Source: an optimization exercise on an open RTL-to-GDS flow (aim: small area and a short achievable clock period). Production flows keep margins and buffers that such runs may drop.
The RTL was checked by simulation tests, not by an equivalence proof against the original design.

==> inputs of branch yarrow <==
==> flow/design.v (excerpt) <==
module md4_core
(
    input  logic         clk,
    input  logic         rst_n,
    input  logic [31:0]  msg,
    output logic [127:0] digest
);
clock: 5.5 ns
lec_check: 0
cap_margin: 20
core_margin: 2
core_utilization: 40
setup_slack_margin: 2.7
slew_margin: 20
standard.sh (not shown) runs the stock make flow with config.mk's settings and CLKGATE_MAP_FILE= SYNTH_SCRIPT=/design/flow/synth_recipe.tcl, a recipe that flattens the netlist after the stock synthesis.
==> flow/flow/run.sh <==
#!/bin/bash
# Standard layout, except that synthesis maps the logic with a delay-driven ABC script
# (flow/abc_speed.script in place of ORFS's) and without full-adder extraction.
# Registers, their names and cell types are those of the standard synthesis.
set -euo pipefail
W=$(pwd)
mkdir -p "$W/scripts_abc"
cp -r "$FLOW_HOME/scripts/." "$W/scripts_abc/"
cp "$W/flow/abc_speed.script" "$W/scripts_abc/abc_speed.script"
bash standard.sh synth SCRIPTS_DIR="$W/scripts_abc" ADDER_MAP_FILE= > "$W/synth.log" 2>&1
bash standard.sh finish > "$W/layout.log" 2>&1
==> flow/flow/abc_speed.script <==
strash
dch -f
map -D 1500
buffer -c
upsize -c
dnsize -c
==> branch lagoon: changes against branch yarrow <==
--- a/flow/design.v
+++ b/flow/design.v
@@ -1,148 +1,116 @@
 `timescale 1ns/10ps
-module md4_add32
-(
-    input  logic [31:0] x,
-    input  logic [31:0] y,
-    output logic [31:0] s
-);
-    logic [5:0][31:0] g;
-    logic [5:0][31:0] p;
-    assign g[0] = x & y;
-    assign p[0] = x ^ y;
-    genvar l, i;
-    generate
-        for (l = 0; l < 5; l++)
-        begin : g_lvl
-            for (i = 0; i < 32; i++)
-            begin : g_bit
-                if ((i >> l) & 1)
-                begin : g_node
-                    assign g[l+1][i] = g[l][i] | (p[l][i] & g[l][((i >> l) << l) - 1]);
-                    assign p[l+1][i] = p[l][i] & p[l][((i >> l) << l) - 1];
-                end
-                else
-                begin : g_pass
-                    assign g[l+1][i] = g[l][i];
-                    assign p[l+1][i] = p[l][i];
-                end
-            end
-        end
-    endgenerate
-    assign s = p[0] ^ {g[5][30:0], 1'b0};
-endmodule
-`timescale 1ns/10ps
 module md4_core
 (
     input  logic         clk,
     input  logic         rst_n,
     input  logic [31:0]  msg,
     output logic [127:0] digest
 );
     logic [31:0] m_q, s0, b0_q, f1, s1, b1_q, c1_q, f2, s2, b2_q, c2_q, d2_q, f3, s3, b3_q, c3_q, d3_q, a3_q, f4, s4, b4_q, c4_q, d4_q, a4_q, w4_q, f5, s5, b5_q, c5_q, d5_q, a5_q, w5_q, f6, s6, b6_q, c6_q, d6_q, a6_q, w6_q, f7, s7, b7_q, c7_q, d7_q, a7_q, w7_q, f8, s8, b8_q, c8_q, d8_q, a8_q, w8_q, f9, s9, b9_q, c9_q, d9_q, a9_q, w9_q, f10, s10, b10_q, c10_q, d10_q, a10_q, w10_q, f11, s11, b11_q, c11_q, d11_q, a11_q, w11_q, f12, s12, b12_q, c12_q, d12_q, a12_q, w12_q, f13, s13, b13_q, c13_q, d13_q, a13_q, w13_q, f14, s14, b14_q, c14_q, d14_q, a14_q, w14_q, f15, s15, b15_q, c15_q, d15_q, a15_q, w15_q, f16, s16, b16_q, c16_q, d16_q, a16_q, w16_q, f17, s17, b17_q, c17_q, d17_q, a17_q, w17_q, f18, s18, b18_q, c18_q, d18_q, a18_q, w18_q, f19, s19, b19_q, c19_q, d19_q, a19_q, w19_q, f20, s20, b20_q, c20_q, d20_q, a20_q, w20_q, f21, s21, b21_q, c21_q, d21_q, a21_q, w21_q, f22, s22, b22_q, c22_q, d22_q, a22_q, w22_q, f23, s23, b23_q, c23_q, d23_q, a23_q, w23_q, f24, s24, b24_q, c24_q, d24_q, a24_q, w24_q, f25, s25, b25_q, c25_q, d25_q, a25_q, w25_q, f26, s26, b26_q, c26_q, d26_q, a26_q, w26_q, f27, s27, b27_q, c27_q, d27_q, a27_q, w27_q, f28, s28, b28_q, c28_q, d28_q, a28_q, w28_q, f29, s29, b29_q, c29_q, d29_q, a29_q, w29_q, f30, s30, b30_q, c30_q, d30_q, a30_q, w30_q, f31, s31, b31_q, c31_q, d31_q, a31_q, f32, s32, b32_q, c32_q, d32_q, a32_q, f33, s33, b33_q, c33_q, d33_q, a33_q, f34, s34, b34_q, c34_q, d34_q, a34_q, f35, s35, b35_q, c35_q, d35_q, a35_q, f36, s36, b36_q, c36_q, d36_q, a36_q, f37, s37, b37_q, c37_q, d37_q, a37_q, f38, s38, b38_q, c38_q, d38_q, a38_q, f39, s39, b39_q, c39_q, d39_q, a39_q, f40, s40, b40_q, c40_q, d40_q, a40_q, f41, s41, b41_q, c41_q, d41_q, a41_q, f42, s42, b42_q, c42_q, d42_q, a42_q, f43, s43, b43_q, c43_q, d43_q, a43_q, f44, s44, b44_q, c44_q, d44_q, a44_q, f45, s45, b45_q, c45_q, d45_q, a45_q, f46, s46, b46_q, c46_q, d46_q, a46_q, f47, s47, b47_q, c47_q, d47_q, a47_q, oa, ob, oc, od;
     assign s0 = m_q + 32'hffffffff;
     assign f1 = (32'h98badcfe ^ (b0_q & (32'hefcdab89 ^ 32'h98badcfe)));
     assign s1 = f1 + 32'h103254f6;
     assign f2 = (32'hefcdab89 ^ (b1_q & (c1_q ^ 32'hefcdab89)));
     assign s2 = f2 + 32'h98badcfe;
     assign f3 = (d2_q ^ (b2_q & (c2_q ^ d2_q)));
     assign s3 = f3 + 32'hefcdab89;
     assign f4 = (d3_q ^ (b3_q & (c3_q ^ d3_q)));
+    assign s4 = a3_q + f4;
     assign f5 = (d4_q ^ (b4_q & (c4_q ^ d4_q)));
+    assign s5 = a4_q + f5;
     assign f6 = (d5_q ^ (b5_q & (c5_q ^ d5_q)));
+    assign s6 = a5_q + f6;
     assign f7 = (d6_q ^ (b6_q & (c6_q ^ d6_q)));
+    assign s7 = a6_q + f7;
     assign f8 = (d7_q ^ (b7_q & (c7_q ^ d7_q)));
+    assign s8 = a7_q + f8;
     assign f9 = (d8_q ^ (b8_q & (c8_q ^ d8_q)));
+    assign s9 = a8_q + f9;
     assign f10 = (d9_q ^ (b9_q & (c9_q ^ d9_q)));
+    assign s10 = a9_q + f10;
     assign f11 = (d10_q ^ (b10_q & (c10_q ^ d10_q)));
+    assign s11 = a10_q + f11;
     assign f12 = (d11_q ^ (b11_q & (c11_q ^ d11_q)));
+    assign s12 = a11_q + f12;
     assign f13 = (d12_q ^ (b12_q & (c12_q ^ d12_q)));
+    assign s13 = a12_q + f13;
     assign f14 = (d13_q ^ (b13_q & (c13_q ^ d13_q)));
+    assign s14 = a13_q + f14;
     assign f15 = (d14_q ^ (b14_q & (c14_q ^ d14_q)));
+    assign s15 = a14_q + f15;
     assign f16 = ((b15_q & (c15_q | d15_q)) | (c15_q & d15_q));
+    assign s16 = a15_q + f16;
     assign f17 = ((b16_q & (c16_q | d16_q)) | (c16_q & d16_q));
+    assign s17 = a16_q + f17;
     assign f18 = ((b17_q & (c17_q | d17_q)) | (c17_q & d17_q));
+    assign s18 = a17_q + f18;
     assign f19 = ((b18_q & (c18_q | d18_q)) | (c18_q & d18_q));
+    assign s19 = a18_q + f19;
     assign f20 = ((b19_q & (c19_q | d19_q)) | (c19_q & d19_q));
+    assign s20 = a19_q + f20;
     assign f21 = ((b20_q & (c20_q | d20_q)) | (c20_q & d20_q));
+    assign s21 = a20_q + f21;
     assign f22 = ((b21_q & (c21_q | d21_q)) | (c21_q & d21_q));
+    assign s22 = a21_q + f22;
     assign f23 = ((b22_q & (c22_q | d22_q)) | (c22_q & d22_q));
+    assign s23 = a22_q + f23;
     assign f24 = ((b23_q & (c23_q | d23_q)) | (c23_q & d23_q));
+    assign s24 = a23_q + f24;
     assign f25 = ((b24_q & (c24_q | d24_q)) | (c24_q & d24_q));
+    assign s25 = a24_q + f25;
     assign f26 = ((b25_q & (c25_q | d25_q)) | (c25_q & d25_q));
+    assign s26 = a25_q + f26;
     assign f27 = ((b26_q & (c26_q | d26_q)) | (c26_q & d26_q));
+    assign s27 = a26_q + f27;
     assign f28 = ((b27_q & (c27_q | d27_q)) | (c27_q & d27_q));
+    assign s28 = a27_q + f28;
     assign f29 = ((b28_q & (c28_q | d28_q)) | (c28_q & d28_q));
+    assign s29 = a28_q + f29;
     assign f30 = ((b29_q & (c29_q | d29_q)) | (c29_q & d29_q));
+    assign s30 = a29_q + f30;
     assign f31 = ((b30_q & (c30_q | d30_q)) | (c30_q & d30_q));
+    assign s31 = a30_q + f31;
     assign f32 = (b31_q ^ c31_q ^ d31_q);
+    assign s32 = a31_q + f32;
     assign f33 = (b32_q ^ c32_q ^ d32_q);
+    assign s33 = a32_q + f33;
     assign f34 = (b33_q ^ c33_q ^ d33_q);
+    assign s34 = a33_q + f34;
     assign f35 = (b34_q ^ c34_q ^ d34_q);
+    assign s35 = a34_q + f35;
     assign f36 = (b35_q ^ c35_q ^ d35_q);
+    assign s36 = a35_q + f36;
     assign f37 = (b36_q ^ c36_q ^ d36_q);
+    assign s37 = a36_q + f37;
     assign f38 = (b37_q ^ c37_q ^ d37_q);
+    assign s38 = a37_q + f38;
     assign f39 = (b38_q ^ c38_q ^ d38_q);
+    assign s39 = a38_q + f39;
     assign f40 = (b39_q ^ c39_q ^ d39_q);
+    assign s40 = a39_q + f40;
     assign f41 = (b40_q ^ c40_q ^ d40_q);
+    assign s41 = a40_q + f41;
     assign f42 = (b41_q ^ c41_q ^ d41_q);
+    assign s42 = a41_q + f42;
     assign f43 = (b42_q ^ c42_q ^ d42_q);
+    assign s43 = a42_q + f43;
     assign f44 = (b43_q ^ c43_q ^ d43_q);
+    assign s44 = a43_q + f44;
     assign f45 = (b44_q ^ c44_q ^ d44_q);
+    assign s45 = a44_q + f45;
     assign f46 = (b45_q ^ c45_q ^ d45_q);
+    assign s46 = a45_q + f46;
     assign f47 = (b46_q ^ c46_q ^ d46_q);
+    assign s47 = a46_q + f47;
     assign oa = a47_q + 32'h67452301;
     assign ob = b47_q + 32'hefcdab89;
     assign oc = c47_q + 32'h98badcfe;
     assign od = d47_q + 32'h10325476;
-    md4_add32 u_s4 (.x (a3_q), .y (f4), .s (s4));
-    md4_add32 u_s5 (.x (a4_q), .y (f5), .s (s5));
-    md4_add32 u_s6 (.x (a5_q), .y (f6), .s (s6));
-    md4_add32 u_s7 (.x (a6_q), .y (f7), .s (s7));
-    md4_add32 u_s8 (.x (a7_q), .y (f8), .s (s8));
-    md4_add32 u_s9 (.x (a8_q), .y (f9), .s (s9));
-    md4_add32 u_s10 (.x (a9_q), .y (f10), .s (s10));
-    md4_add32 u_s11 (.x (a10_q), .y (f11), .s (s11));
-    md4_add32 u_s12 (.x (a11_q), .y (f12), .s (s12));
-    md4_add32 u_s13 (.x (a12_q), .y (f13), .s (s13));
-    md4_add32 u_s14 (.x (a13_q), .y (f14), .s (s14));
-    md4_add32 u_s15 (.x (a14_q), .y (f15), .s (s15));
-    md4_add32 u_s16 (.x (a15_q), .y (f16), .s (s16));
-    md4_add32 u_s17 (.x (a16_q), .y (f17), .s (s17));
-    md4_add32 u_s18 (.x (a17_q), .y (f18), .s (s18));
-    md4_add32 u_s19 (.x (a18_q), .y (f19), .s (s19));
-    md4_add32 u_s20 (.x (a19_q), .y (f20), .s (s20));
-    md4_add32 u_s21 (.x (a20_q), .y (f21), .s (s21));
-    md4_add32 u_s22 (.x (a21_q), .y (f22), .s (s22));
-    md4_add32 u_s23 (.x (a22_q), .y (f23), .s (s23));
-    md4_add32 u_s24 (.x (a23_q), .y (f24), .s (s24));
-    md4_add32 u_s25 (.x (a24_q), .y (f25), .s (s25));
-    md4_add32 u_s26 (.x (a25_q), .y (f26), .s (s26));
-    md4_add32 u_s27 (.x (a26_q), .y (f27), .s (s27));
-    md4_add32 u_s28 (.x (a27_q), .y (f28), .s (s28));
-    md4_add32 u_s29 (.x (a28_q), .y (f29), .s (s29));
-    md4_add32 u_s30 (.x (a29_q), .y (f30), .s (s30));
-    md4_add32 u_s31 (.x (a30_q), .y (f31), .s (s31));
-    md4_add32 u_s32 (.x (a31_q), .y (f32), .s (s32));
-    md4_add32 u_s33 (.x (a32_q), .y (f33), .s (s33));
-    md4_add32 u_s34 (.x (a33_q), .y (f34), .s (s34));
-    md4_add32 u_s35 (.x (a34_q), .y (f35), .s (s35));
-    md4_add32 u_s36 (.x (a35_q), .y (f36), .s (s36));
-    md4_add32 u_s37 (.x (a36_q), .y (f37), .s (s37));
-    md4_add32 u_s38 (.x (a37_q), .y (f38), .s (s38));
-    md4_add32 u_s39 (.x (a38_q), .y (f39), .s (s39));
-    md4_add32 u_s40 (.x (a39_q), .y (f40), .s (s40));
-    md4_add32 u_s41 (.x (a40_q), .y (f41), .s (s41));
-    md4_add32 u_s42 (.x (a41_q), .y (f42), .s (s42));
-    md4_add32 u_s43 (.x (a42_q), .y (f43), .s (s43));
-    md4_add32 u_s44 (.x (a43_q), .y (f44), .s (s44));
-    md4_add32 u_s45 (.x (a44_q), .y (f45), .s (s45));
-    md4_add32 u_s46 (.x (a45_q), .y (f46), .s (s46));
-    md4_add32 u_s47 (.x (a46_q), .y (f47), .s (s47));
     always_ff @(posedge clk)
     begin
         m_q <= {msg[7:0], msg[15:8], msg[23:16], msg[31:24]};
         b0_q <= {s0[28:0], s0[31:29]};
         b1_q <= {s1[24:0], s1[31:25]};
         c1_q <= b0_q;
         b2_q <= {s2[20:0], s2[31:21]};
         c2_q <= b1_q;
==> flow/run.sh (new file) <==
#!/bin/bash
# synth_recipe.tcl (not shown) runs the flow's synth.tcl, then flattens the netlist and writes it again
# the make line also repeats each setting of config.mk as NAME=value (left out here)
make -C /OpenROAD-flow-scripts/flow DESIGN_CONFIG=/design/flow/config.mk WORK_HOME=/design/flow/orfs CLKGATE_MAP_FILE= SYNTH_SCRIPT=/design/flow/synth_recipe.tcl finish
SETUP_SLACK_MARGIN = unset   (was 2.7)
removed: flow/flow/run.sh
removed: flow/flow/abc_speed.script
removed: flow/standard.sh
==> impl_metrics.json <==
{
  "postLayoutSetupSlackWorst_ns": 2.73,
  "wl_met1_mm": 352,
  "status": "finished clean",
  "hold_ws_ns": 0.303,
  "grt_antenna_before_repair": 75,
  "crit_slowest_cell": "dfxtp_1",
  "dr_wl_met3_mm": 44.1,
  "routedWlPerCell_microns": 20.7
}
The numbers above come from branch yarrow.

==> impl_metrics.json <==
{
  "status": "finished clean",
  "crit_slowest_cell": "xor2_1",
  "wl_met1_mm": 322,
  "synth_top_cell_by_area": "dfxtp_1",
  "hold_ws_ns": 0.268,
  "num_rows": 290,
  "grt_antenna_before_repair": 77,
  "postLayoutSetupSlackWorst_ns": 0.630,
  "yosys.cell_types.count": 98,
  "routedWlPerCell_microns": 24.2,
  "dr_wl_met3_mm": 33.7
}
The numbers above come from branch lagoon.



==> 10-23 <==
md4_core, a different RTL version from the one above (not shown whole).
Settings: LEC_CHECK=0, CAP_MARGIN=20, CORE_MARGIN=2, CORE_UTILIZATION=60, CTS_CLUSTER_DIAMETER=100, CTS_CLUSTER_SIZE=30, SETUP_SLACK_MARGIN=2.9, SLEW_MARGIN=20; clock period 5.5 ns.
==> flow/flow/run.sh <==
#!/bin/bash
# Standard layout, except that synthesis maps the logic with a delay-driven ABC script
# (flow/abc_speed.script in place of ORFS's) and without full-adder extraction.
# Registers, their names and cell types are those of the standard synthesis.
set -euo pipefail
W=$(pwd)
mkdir -p "$W/scripts_abc"
cp -r "$FLOW_HOME/scripts/." "$W/scripts_abc/"
cp "$W/flow/abc_speed.script" "$W/scripts_abc/abc_speed.script"
bash standard.sh synth SCRIPTS_DIR="$W/scripts_abc" ADDER_MAP_FILE= > "$W/synth.log" 2>&1
bash standard.sh finish > "$W/layout.log" 2>&1
==> flow/flow/abc_speed.script <==
strash
dch -f
map -D 1500
buffer -c
upsize -c
dnsize -c
==> 10-08 (differences from 10-23) <==
--- a/flow/design.v
+++ b/flow/design.v
@@ -34,15 +34,16 @@
 module md4_core
 (
     input  logic         clk,
     input  logic         rst_n,
     input  logic [31:0]  msg,
     output logic [127:0] digest
 );
-    logic [31:0] m_q, s0, b0_q, f1, s1, b1_q, c1_q, f2, s2, b2_q, c2_q, d2_q, f3, s3, b3_q, c3_q, d3_q, a3_q, f4, s4, b4_q, c4_q, d4_q, a4_q, w4_q, kw4, f5, s5, b5_q, c5_q, d5_q, a5_q, w5_q, f6, s6, b6_q, c6_q, d6_q, a6_q, w6_q, f7, s7, b7_q, c7_q, d7_q, a7_q, w7_q, f8, s8, b8_q, c8_q, d8_q, a8_q, w8_q, f9, s9, b9_q, c9_q, d9_q, a9_q, w9_q, f10, s10, b10_q, c10_q, d10_q, a10_q, w10_q, f11, s11, b11_q, c11_q, d11_q, a11_q, w11_q, f12, s12, b12_q, c12_q, d12_q, a12_q, w12_q, f13, s13, b13_q, c13_q, d13_q, ka13, a13_q, w13_q, f14, s14, b14_q, c14_q, d14_q, a14_q, w14_q, f15, s15, b15_q, c15_q, d15_q, ka15, a15_q, w15_q, f16, s16, b16_q, c16_q, d16_q, ka16, a16_q, w16_q, f17, s17, b17_q, c17_q, d17_q, ka17, a17_q, w17_q, f18, s18, b18_q, c18_q, d18_q, ka18, a18_q, w18_q, f19, s19, b19_q, c19_q, d19_q, ka19, a19_q, w19_q, f20, s20, b20_q, c20_q, d20_q, ka20, a20_q, w20_q, f21, s21, b21_q, c21_q, d21_q, ka21, a21_q, w21_q, f22, s22, b22_q, c22_q, d22_q, ka22, a22_q, w22_q, f23, s23, b23_q, c23_q, d23_q, ka23, a23_q, w23_q, f24, s24, b24_q, c24_q, d24_q, ka24, a24_q, w24_q, f25, s25, b25_q, c25_q, d25_q, ka25, a25_q, w25_q, f26, s26, b26_q, c26_q, d26_q, ka26, a26_q, w26_q, f27, s27, b27_q, c27_q, d27_q, ka27, a27_q, w27_q, f28, s28, b28_q, c28_q, d28_q, ka28, a28_q, w28_q, f29, s29, b29_q, c29_q, d29_q, ka29, a29_q, w29_q, f30, s30, b30_q, c30_q, d30_q, ka30, a30_q, w30_q, kw30, f31, s31, b31_q, c31_q, d31_q, ka31, a31_q, f32, s32, b32_q, c32_q, d32_q, ka32, a32_q, f33, s33, b33_q, c33_q, d33_q, ka33, a33_q, f34, s34, b34_q, c34_q, d34_q, ka34, a34_q, f35, s35, b35_q, c35_q, d35_q, ka35, a35_q, f36, s36, b36_q, c36_q, d36_q, ka36, a36_q, f37, s37, b37_q, c37_q, d37_q, ka37, a37_q, f38, s38, b38_q, c38_q, d38_q, ka38, a38_q, f39, s39, b39_q, c39_q, d39_q, ka39, a39_q, f40, s40, b40_q, c40_q, d40_q, ka40, a40_q, f41, s41, b41_q, c41_q, d41_q, ka41, a41_q, f42, s42, b42_q, c42_q, d42_q, ka42, a42_q, f43, s43, b43_q, c43_q, d43_q, ka43, a43_q, f44, s44, b44_q, c44_q, d44_q, ka44, a44_q, f45, s45, b45_q, c45_q, d45_q, ka45, a45_q, f46, s46, b46_q, c46_q, d46_q, ka46, a46_q, f47, s47, b47_q, c47_q, d47_q, a47_q, oa, ob, oc, od;
+    logic [31:0] m_q, kin, s0, b0_q, f1, s1, b1_q, c1_q, f2, s2, b2_q, c2_q, d2_q, f3, s3, b3_q, c3_q, d3_q, a3_q, f4, s4, b4_q, c4_q, d4_q, a4_q, w4_q, kw4, f5, s5, b5_q, c5_q, d5_q, a5_q, w5_q, f6, s6, b6_q, c6_q, d6_q, a6_q, w6_q, f7, s7, b7_q, c7_q, d7_q, a7_q, w7_q, f8, s8, b8_q, c8_q, d8_q, a8_q, w8_q, f9, s9, b9_q, c9_q, d9_q, a9_q, w9_q, f10, s10, b10_q, c10_q, d10_q, a10_q, w10_q, f11, s11, b11_q, c11_q, d11_q, a11_q, w11_q, f12, s12, b12_q, c12_q, d12_q, a12_q, w12_q, f13, s13, b13_q, c13_q, d13_q, ka13, a13_q, w13_q, f14, s14, b14_q, c14_q, d14_q, a14_q, w14_q, f15, s15, b15_q, c15_q, d15_q, ka15, a15_q, w15_q, f16, s16, b16_q, c16_q, d16_q, ka16, a16_q, w16_q, f17, s17, b17_q, c17_q, d17_q, ka17, a17_q, w17_q, f18, s18, b18_q, c18_q, d18_q, ka18, a18_q, w18_q, f19, s19, b19_q, c19_q, d19_q, ka19, a19_q, w19_q, f20, s20, b20_q, c20_q, d20_q, ka20, a20_q, w20_q, f21, s21, b21_q, c21_q, d21_q, ka21, a21_q, w21_q, f22, s22, b22_q, c22_q, d22_q, ka22, a22_q, w22_q, f23, s23, b23_q, c23_q, d23_q, ka23, a23_q, w23_q, f24, s24, b24_q, c24_q, d24_q, ka24, a24_q, w24_q, f25, s25, b25_q, c25_q, d25_q, ka25, a25_q, w25_q, f26, s26, b26_q, c26_q, d26_q, ka26, a26_q, w26_q, f27, s27, b27_q, c27_q, d27_q, ka27, a27_q, w27_q, f28, s28, b28_q, c28_q, d28_q, ka28, a28_q, w28_q, f29, s29, b29_q, c29_q, d29_q, ka29, a29_q, w29_q, f30, s30, b30_q, c30_q, d30_q, ka30, a30_q, w30_q, kw30, f31, s31, b31_q, c31_q, d31_q, ka31, a31_q, f32, s32, b32_q, c32_q, d32_q, ka32, a32_q, f33, s33, b33_q, c33_q, d33_q, ka33, a33_q, f34, s34, b34_q, c34_q, d34_q, ka34, a34_q, f35, s35, b35_q, c35_q, d35_q, ka35, a35_q, f36, s36, b36_q, c36_q, d36_q, ka36, a36_q, f37, s37, b37_q, c37_q, d37_q, ka37, a37_q, f38, s38, b38_q, c38_q, d38_q, ka38, a38_q, f39, s39, b39_q, c39_q, d39_q, ka39, a39_q, f40, s40, b40_q, c40_q, d40_q, ka40, a40_q, f41, s41, b41_q, c41_q, d41_q, ka41, a41_q, f42, s42, b42_q, c42_q, d42_q, ka42, a42_q, f43, s43, b43_q, c43_q, d43_q, ka43, a43_q, f44, s44, b44_q, c44_q, d44_q, ka44, a44_q, f45, s45, b45_q, c45_q, d45_q, ka45, a45_q, f46, s46, b46_q, c46_q, d46_q, ka46, a46_q, f47, s47, b47_q, c47_q, d47_q, a47_q, oa, ob, oc, od;
+    assign s0 = m_q;
     assign f1 = (32'h98badcfe ^ (b0_q & (32'hefcdab89 ^ 32'h98badcfe)));
     assign f2 = (32'hefcdab89 ^ (b1_q & (c1_q ^ 32'hefcdab89)));
     assign f3 = (d2_q ^ (b2_q & (c2_q ^ d2_q)));
     assign f4 = (d3_q ^ (b3_q & (c3_q ^ d3_q)));
     assign f5 = (d4_q ^ (b4_q & (c4_q ^ d4_q)));
     assign f6 = (d5_q ^ (b5_q & (c5_q ^ d5_q)));
     assign f7 = (d6_q ^ (b6_q & (c6_q ^ d6_q)));
@@ -82,15 +83,15 @@
     assign f41 = (b40_q ^ c40_q ^ d40_q);
     assign f42 = (b41_q ^ c41_q ^ d41_q);
     assign f43 = (b42_q ^ c42_q ^ d42_q);
     assign f44 = (b43_q ^ c43_q ^ d43_q);
     assign f45 = (b44_q ^ c44_q ^ d44_q);
     assign f46 = (b45_q ^ c45_q ^ d45_q);
     assign f47 = (b46_q ^ c46_q ^ d46_q);
-    md4_add32 u_s0 (.x (m_q), .y (32'hffffffff), .s (s0));
+    md4_add32 u_kin (.x ({msg[7:0], msg[15:8], msg[23:16], msg[31:24]}), .y (32'hffffffff), .s (kin));
     md4_add32 u_s1 (.x (f1), .y (32'h103254f6), .s (s1));
     md4_add32 u_s2 (.x (f2), .y (32'h98badcfe), .s (s2));
     md4_add32 u_s3 (.x (f3), .y (32'hefcdab89), .s (s3));
     md4_add32 u_s4 (.x (a3_q), .y (f4), .s (s4));
     md4_add32 u_kw4 (.x ({a3_q[2:0], a3_q[31:3]}), .y (32'h5a82799a), .s (kw4));
     md4_add32 u_s5 (.x (a4_q), .y (f5), .s (s5));
     md4_add32 u_s6 (.x (a5_q), .y (f6), .s (s6));
@@ -171,15 +172,15 @@
     md4_add32 u_s47 (.x (a46_q), .y (f47), .s (s47));
     md4_add32 u_oa (.x (a47_q), .y (32'h67452301), .s (oa));
     md4_add32 u_ob (.x (b47_q), .y (32'hefcdab89), .s (ob));
     md4_add32 u_oc (.x (c47_q), .y (32'h98badcfe), .s (oc));
     md4_add32 u_od (.x (d47_q), .y (32'h10325476), .s (od));
     always_ff @(posedge clk)
     begin
-        m_q <= {msg[7:0], msg[15:8], msg[23:16], msg[31:24]};
+        m_q <= kin;
         b0_q <= {s0[28:0], s0[31:29]};
         b1_q <= {s1[24:0], s1[31:25]};
         c1_q <= b0_q;
         b2_q <= {s2[20:0], s2[31:21]};
         c2_q <= b1_q;
         d2_q <= c1_q;
         b3_q <= {s3[12:0], s3[31:13]};
CTS_CLUSTER_DIAMETER = 80   (was 100)
CTS_CLUSTER_SIZE = 24   (was 30)
SETUP_SLACK_MARGIN = 3.0   (was 2.9)
==> qor summary <==
quantity                                                                               10-08           10-23
Multi-input combinational area share                                                   0.388           0.384
Arrival time of data at the critical path endpoint                                   3.60 ns         3.53 ns
Setup clock skew after layout                                                      0.0857 ns       0.0640 ns
Result of the run                                                             finished clean  finished clean
Routed length per instance                                                           21.3 um         20.9 um
Global routing usage on met2                                                           0.566           0.556
Wire length of the first global-routing pass                                      1070000 um      1050000 um
Launch point of the worst hold path                                                w27_q[30]       c10_q[19]
Area after detailed placement                                                    260000 um^2     260000 um^2
Clock-pin slew on the worst setup and hold paths                                     0.09 ns         0.11 ns
Met1 GRT Util                                                                          0.424           0.422
Smallest hold slack                                                                 0.278 ns        0.313 ns
Slack of the critical path                                                           2.78 ns         2.81 ns
Number of design-rule violations left by the first detailed-router iteration           15000           14700
Count of multi-input combinational gates                                               18200           18200
Antenna cells                                                                             30              21
Critical path data required time                                                     6.39 ns         6.34 ns
Reg-to-reg slack, setup                                                              2.78 ns         2.81 ns

[static timing again, ports no longer ideal]
How much do the figures lean on ideal ports? The routed layouts below were timed once more, with nothing changed but the port constraints.
Step 1 assumes that a clkbuf_16 drives the clock port and a buf_2 every other input.
Step 2 moves the port delays by t, midway between the first and last clock arrival at a register: inputs arrive t later, outputs are due t later. That takes back most of the time a late clock gives input paths.
a / b / c = no drivers / after step 1 / after step 2; a / b = the first two.
| run | t (ns) | setup WS [ns] | worst setup path at the end |
|---|---|---|---|
| branch yarrow | 1.205 | 2.730 / 2.653 / 2.182 | input to register |
| branch lagoon | 1.212 | 0.630 / 0.630 / 0.630 | register to register |
| 10-23 | 1.104 | 2.809 / 2.809 / 2.433 | input to register |
| 10-08 | 1.119 | 2.783 / 2.783 / 2.215 | input to register |
After both steps every run listed still meets setup and hold. The setup slack of 10-08, which loses most, moves by 0.000 ns with the drivers and by -0.568 ns with both steps.
